Context: an optimization exercise on an open-source flow, tuned for small area, a short achievable clock period and few clock cycles per item. The choices shown serve that exercise and are no tape-out recipe.
No functional check of the RTL was part of any run shown here.

==> flow/design.v, too long to show whole: its modules and the start of the top module <==
// module julia_render: 2634 lines
module julia_render #(
    parameter int H_PIXELS = 64,
    parameter int V_PIXELS = 48,
    parameter int MAX_ITER = 255,
    parameter int FRAC     = 14
) (
    input  logic               clock,
    input  logic               reset,
    input  logic               valid,
    input  logic signed [17:0] c_real,
    input  logic signed [17:0] c_comp,
    input  logic signed [17:0] x,
    input  logic signed [17:0] y,
    input  logic signed [17:0] scale,
    output logic [18:0]        wr_addr,
    output logic [7:0]         wr_data,
    output logic               wr_en,
    input  logic               wr_ready,
    output logic               busy,
    output logic               done
);
  // ...
==> flow/run.sh <==
#!/bin/bash
# synth_recipe.tcl (not shown) runs the flow's synth.tcl, then flattens the netlist and writes it again
# the make line also repeats each setting of config.mk as NAME=value (left out here)
make -C /OpenROAD-flow-scripts/flow DESIGN_CONFIG=/design/flow/config.mk WORK_HOME=/design/flow/orfs CLKGATE_MAP_FILE= SYNTH_SCRIPT=/design/flow/synth_recipe.tcl finish
==> flow/config.mk <==
export PLATFORM = sky130hd
export DESIGN_NAME = julia_render
export DESIGN_NICKNAME = julia_render
export VERILOG_FILES = /design/flow/design.v
export SDC_FILE = /design/flow/constraint.sdc
export NUM_CORES = 4
export LEC_CHECK = 0
export CAP_MARGIN = 50
export CORE_MARGIN = 2
export CORE_UTILIZATION = 40
export SLEW_MARGIN = 75
==> flow/constraint.sdc <==
create_clock -name core_clock -period 12.0 [get_ports {clock}]
set_input_delay 2.4000 -clock core_clock [delete_from_list [all_inputs] [get_ports {clock}]]
set_output_delay 2.4000 -clock core_clock [all_outputs]
set_load 0.01 [all_outputs]
==> impl_metrics.env, run 1 <==
export IMPL_buffers=188
export IMPL_antenna_left=0
export IMPL_critPathLaunchType="flip-flop"
export IMPL_rr_endpoint="yb_q[20]"
export IMPL_hold_path_startpoint="s1r_q[7]"
export IMPL_drt_first_pass_iters=5
export IMPL_ys_ff_latch=485
export IMPL_dp_hpwl_mm=63.70
export IMPL_path_class="flip-flop to flip-flop"
export IMPL_regToRegSetupSlack_ns=6.67
export IMPL_crit_cells=18
export IMPL_die_h_um=295.0
export IMPL_top_register="ya_q"
export IMPL_multi_input_area_um2=20840
export IMPL_crit_start="load_q"
export IMPL_whs_ns=0.3182
export IMPL_taps=1134
export IMPL_synth_ff_type="dfxtp_1"
export IMPL_fillers=7817
export IMPL_die_area_um2=87030
export IMPL_cp_max_fo=20
export IMPL_post_route_util_pct=46.95
export IMPL_num_nonclk_inverters=593
export IMPL_hold_path_depth=0
export IMPL_drv_cap=0
export IMPL_status="complete, no violations"
export IMPL_core_area_um2=83690
export IMPL_route_detailed_drc=0
export IMPL_die_x_um=295.0
export IMPL_crit_path_end_kind="flip-flop"
export IMPL_placed_cell_area_um2=37040
export IMPL_met3_length_mm=4.963
export IMPL_synthesis_area_um2=33870
export IMPL_crit_family="adder cells"
export IMPL_synth_top_family_by_area="adder cells"
export IMPL_setup_worst_path_end="yb_q[20]"
export IMPL_antenna_cells=0
export IMPL_rsz0062_at_grt="no"
==> run 2: changes to the inputs <==
==> flow/flow/run.sh (new file) <==
#!/bin/bash
set -euo pipefail
bash standard.sh SETUP_SLACK_MARGIN=8.5 finish > standard_make.log 2>&1
==> flow/standard.sh (new file) <==
#!/bin/bash
# synth_recipe.tcl (not shown) runs the flow's synth.tcl, then flattens the netlist and writes it again
# the make line also repeats each setting of config.mk as NAME=value (left out here)
make -C /OpenROAD-flow-scripts/flow DESIGN_CONFIG=/design/flow/config.mk WORK_HOME=/design/flow/orfs CLKGATE_MAP_FILE= SYNTH_SCRIPT=/design/flow/synth_recipe.tcl "${@:-finish}"
--- a/flow/config.mk
+++ b/flow/config.mk
@@ -6,6 +6,6 @@
 export NUM_CORES = 4
 export LEC_CHECK = 0
-export CAP_MARGIN = 50
+export CAP_MARGIN = 20
 export CORE_MARGIN = 2
 export CORE_UTILIZATION = 40
-export SLEW_MARGIN = 75
+export SLEW_MARGIN = 20
removed: flow/run.sh
==> run 2 against run 1 <==
Still clean. Die area is the same. Final area up 14%. Wire length increased by 24%. Via count grew 11%. Register-to-register slack improved by 0.98 ns. Clock-buffer cell count is 13 higher. Fmax grew 23%. First-iteration DRC count is 24% higher.
==> impl_metrics.env, run 2 <==
export IMPL_critPathLaunchType="flip-flop"
export IMPL_synthesis_area_um2=33870
export IMPL_vias=25190
export IMPL_grt_pass1_wl_mm=157.3
export IMPL_ys_warn_count=1
export IMPL_fp_row_count=106
export IMPL_cts_tree="built"
export IMPL_gp_congestion=0.8721
export IMPL_postCtsHoldBufs=0
export IMPL_grt_antenna_before_repair=3
export IMPL_antenna_left=0
export IMPL_drtIter0Drc=2136
export IMPL_regToRegSetupSlack_ns=7.65
export IMPL_hold_end="s0i_q[13]"
export IMPL_relSlewSlack_pct=35.26
export IMPL_drv_slew=0
export IMPL_fin_skew_ns=0.04969
export IMPL_synth_edf_count=110
export IMPL_tightest_slew_ns=0.9711
export IMPL_hold_path_startpoint="s1i_q[13]"
export IMPL_io_pins=124
export IMPL_fmax_ghz=0.2300
export IMPL_clk_latency_ns=0.66
export IMPL_synth_most_common_cell="inv_1"
export IMPL_largest_register_ffs=31
export IMPL_synth_ff_type="dfxtp_1"
export IMPL_crit_path_end_kind="flip-flop"
export IMPL_synth_common_cells="inv_1, fa_1, dfxtp_1, nor2_1, ha_1"
export IMPL_cts_inserted_buffers=55
export IMPL_root_buffer="clkbuf_16"
export IMPL_setup_viol=0
export IMPL_die_area_um2=87030
export IMPL_area_growth_syn_to_layout_pct=31.87
export IMPL_die_x_um=295.0
export IMPL_critPathArrivalTime_ns=4.86
export IMPL_rr_worst_depth=17
export IMPL_timing_final_crit_share_pct=36.23
export IMPL_grt_usage_pct=24.32
export IMPL_cts_htree_levels=2
export IMPL_reg2reg_from="load_q"
export IMPL_clk_pin_slew_ns=0.06
export IMPL_final_common_cell="inv_1"
export IMPL_dp_hpwl_mm=67.74
export IMPL_synth_area_leader_cell="fa_1"
export IMPL_path_class="flip-flop to flip-flop"
export IMPL_start_util_pct=40.48
export IMPL_port_buffers=116
export IMPL_rsz0062_at_grt="yes"
export IMPL_rr_endpoint="yb_q[18]"
export IMPL_numClockSinks=485
export IMPL_setup_slack_ns=7.652
export IMPL_final_nets=4432
export IMPL_cp_required_ns=12.51
export IMPL_synth_cell_types=74
export IMPL_hold_path_depth=0
export IMPL_whs_ns=0.3127
export IMPL_yosysSeqAreaShare_pct=32.11
export IMPL_layout_drive_gt1_share_pct=29.81
export IMPL_totalWireLength_mm=106.7
export IMPL_drv_cap=0
export IMPL_status="complete, no violations"
export IMPL_period_needed_ns=4.348
export IMPL_grt_max_degree=74
export IMPL_mostFrequentLayoutCells="inv_1, fa_1, dfxtp_1"
export IMPL_cp_max_fo=6
export IMPL_grt_pass1_vias=25860
export IMPL_synthCells=3272
export IMPL_max_clock_path_buffers=3
export IMPL_route_detailed_drc=0
export IMPL_synthArstFlopShare_pct=2.680
export IMPL_place_ws_ns=6.510
export IMPL_drt_first_pass_iters=5
export IMPL_top_regs="ya_q (31), yb_q (30)"
export IMPL_avgViaCountPerCell=5.188
export IMPL_syn_area_per_cell_um2=10.35
export IMPL_top_register="ya_q"
export IMPL_synth_area_top_cells="fa_1, dfxtp_1, edfxtp_1"
export IMPL_finalSetupTns_ns=0
export IMPL_overflow=0
export IMPL_die_h_um=295.0
export IMPL_ys_ff_latch=485
export IMPL_hold_class="flip-flop to flip-flop"
export IMPL_core_area_um2=83690
export IMPL_hold_viol=0
export IMPL_wl_per_cell_um=21.97
export IMPL_yosys_area_top_type_share_pct=24.47
[run 2: cell counts after synthesis]
Identical to the previous run, type by type.
[run 2: how the worst max path moves through the flow]
stage               startpoint       end  slack, ns  cells after the start
floorplan               load_q  yb_q[14]       7.97                     17
global placement        load_q  yb_q[19]       6.40                     12
detailed placement      load_q  yb_q[17]       6.51                     12
CTS                     load_q  yb_q[17]       7.86                     18
global route            load_q  yb_q[15]       7.60                     14
finish                  load_q  yb_q[18]       7.65                     17
[run 2: what timing repair did]
item | in CTS | in global routing
setup endpoints to repair | 200 | 136
resized for setup | 623 | 255
gates cloned | 25 | 6
pin swaps | 157 | 188
setup buffers | 213 | 79
[run 2: layout make-up]
cell class	count	area, um^2
diodes	4	10.01
well taps	1134	1419
clock buffers	85	1622
inverters	593	2386
multi-input cells	2058	22810
repair inverters	4	41.29
fillers	7078	39020
repair buffers	474	5122
flip-flops and latches	485	11000
clock inverters	18	259.0
[run 2: stage by stage]
stage	std cells	util [%]	instance area [um^2]
finish	4855	53.38	44670
global route	4851	53.36	44660
CTS	4766	51.32	42950
detailed placement	4425	43.91	36750
global placement	4424	43.88	36720
floorplan	3278	-	34700
[run 2: cell families (layout without fill, tap and decap cells)]
group,after synthesis,count (layout),share of synthesized area (%)
adders and majority gates,668,668,33.84
DFF,485,485,32.11
muxes,106,108,3.446
AOI/OAI and AO/OA,421,421,7.834
and+or+nand+nor,594,595,7.668
xor gates and xnor gates,259,259,6.697
other,1,11,0.01107
buffers and inverters,738,1174,8.396
[run 2: routing by layer]
layer | global-route usage (%) | share of wire, %
met1 | 31.93 | 40
met2 | 38.00 | 44
met3 | 5.360 | 9.2
met4 | 12.07 | 5.8
met5 | 0 | 0.046
[run 2: worst max-delay path, stage by stage (launching register included)]
cell	delay, ns
dfrtp_4	0.51
buf_12	0.17
buf_12	0.15
mux2i_4	0.43
buf_8	0.16
nand2_2	0.07
o21ai_4	0.21
buf_6	0.16
buf_4	0.12
a22oi_2	0.07
xnor2_2	0.19
fa_1	0.56
inv_1	0.06
fa_2	0.33
inv_2	0.07
fa_1	0.41
inv_1	0.08
fa_2	0.42

## re-timing with driven ports
No port has a modelled driver above. Below, the same layouts with a new extraction and two added sets of constraints. Step 1 (the two cells are an assumption about what drives the block):
set clk [get_ports {clock}]
set_driving_cell -lib_cell sky130_fd_sc_hd__clkbuf_16 $clk
set_driving_cell -lib_cell sky130_fd_sc_hd__buf_2 [delete_from_list [all_inputs] $clk]
Step 2 adds t to the input delays and takes it off the output delays; t is the mean of the earliest and latest rising clock arrival at the registers after step 1. Input paths then give back, and output paths get back, about the clock's delay inside the block. a / b / c = no drivers / after step 1 / after step 2; a / b = the first two.
run	t (ns)	setup WS [ns]	worst data-port slew with drivers (ns)
run 1	0.692	6.672 / 6.672 / 6.672	0.07
run 2	0.700	7.652 / 7.652 / 7.652	0.06
After both steps setup and hold are still met in every run listed.
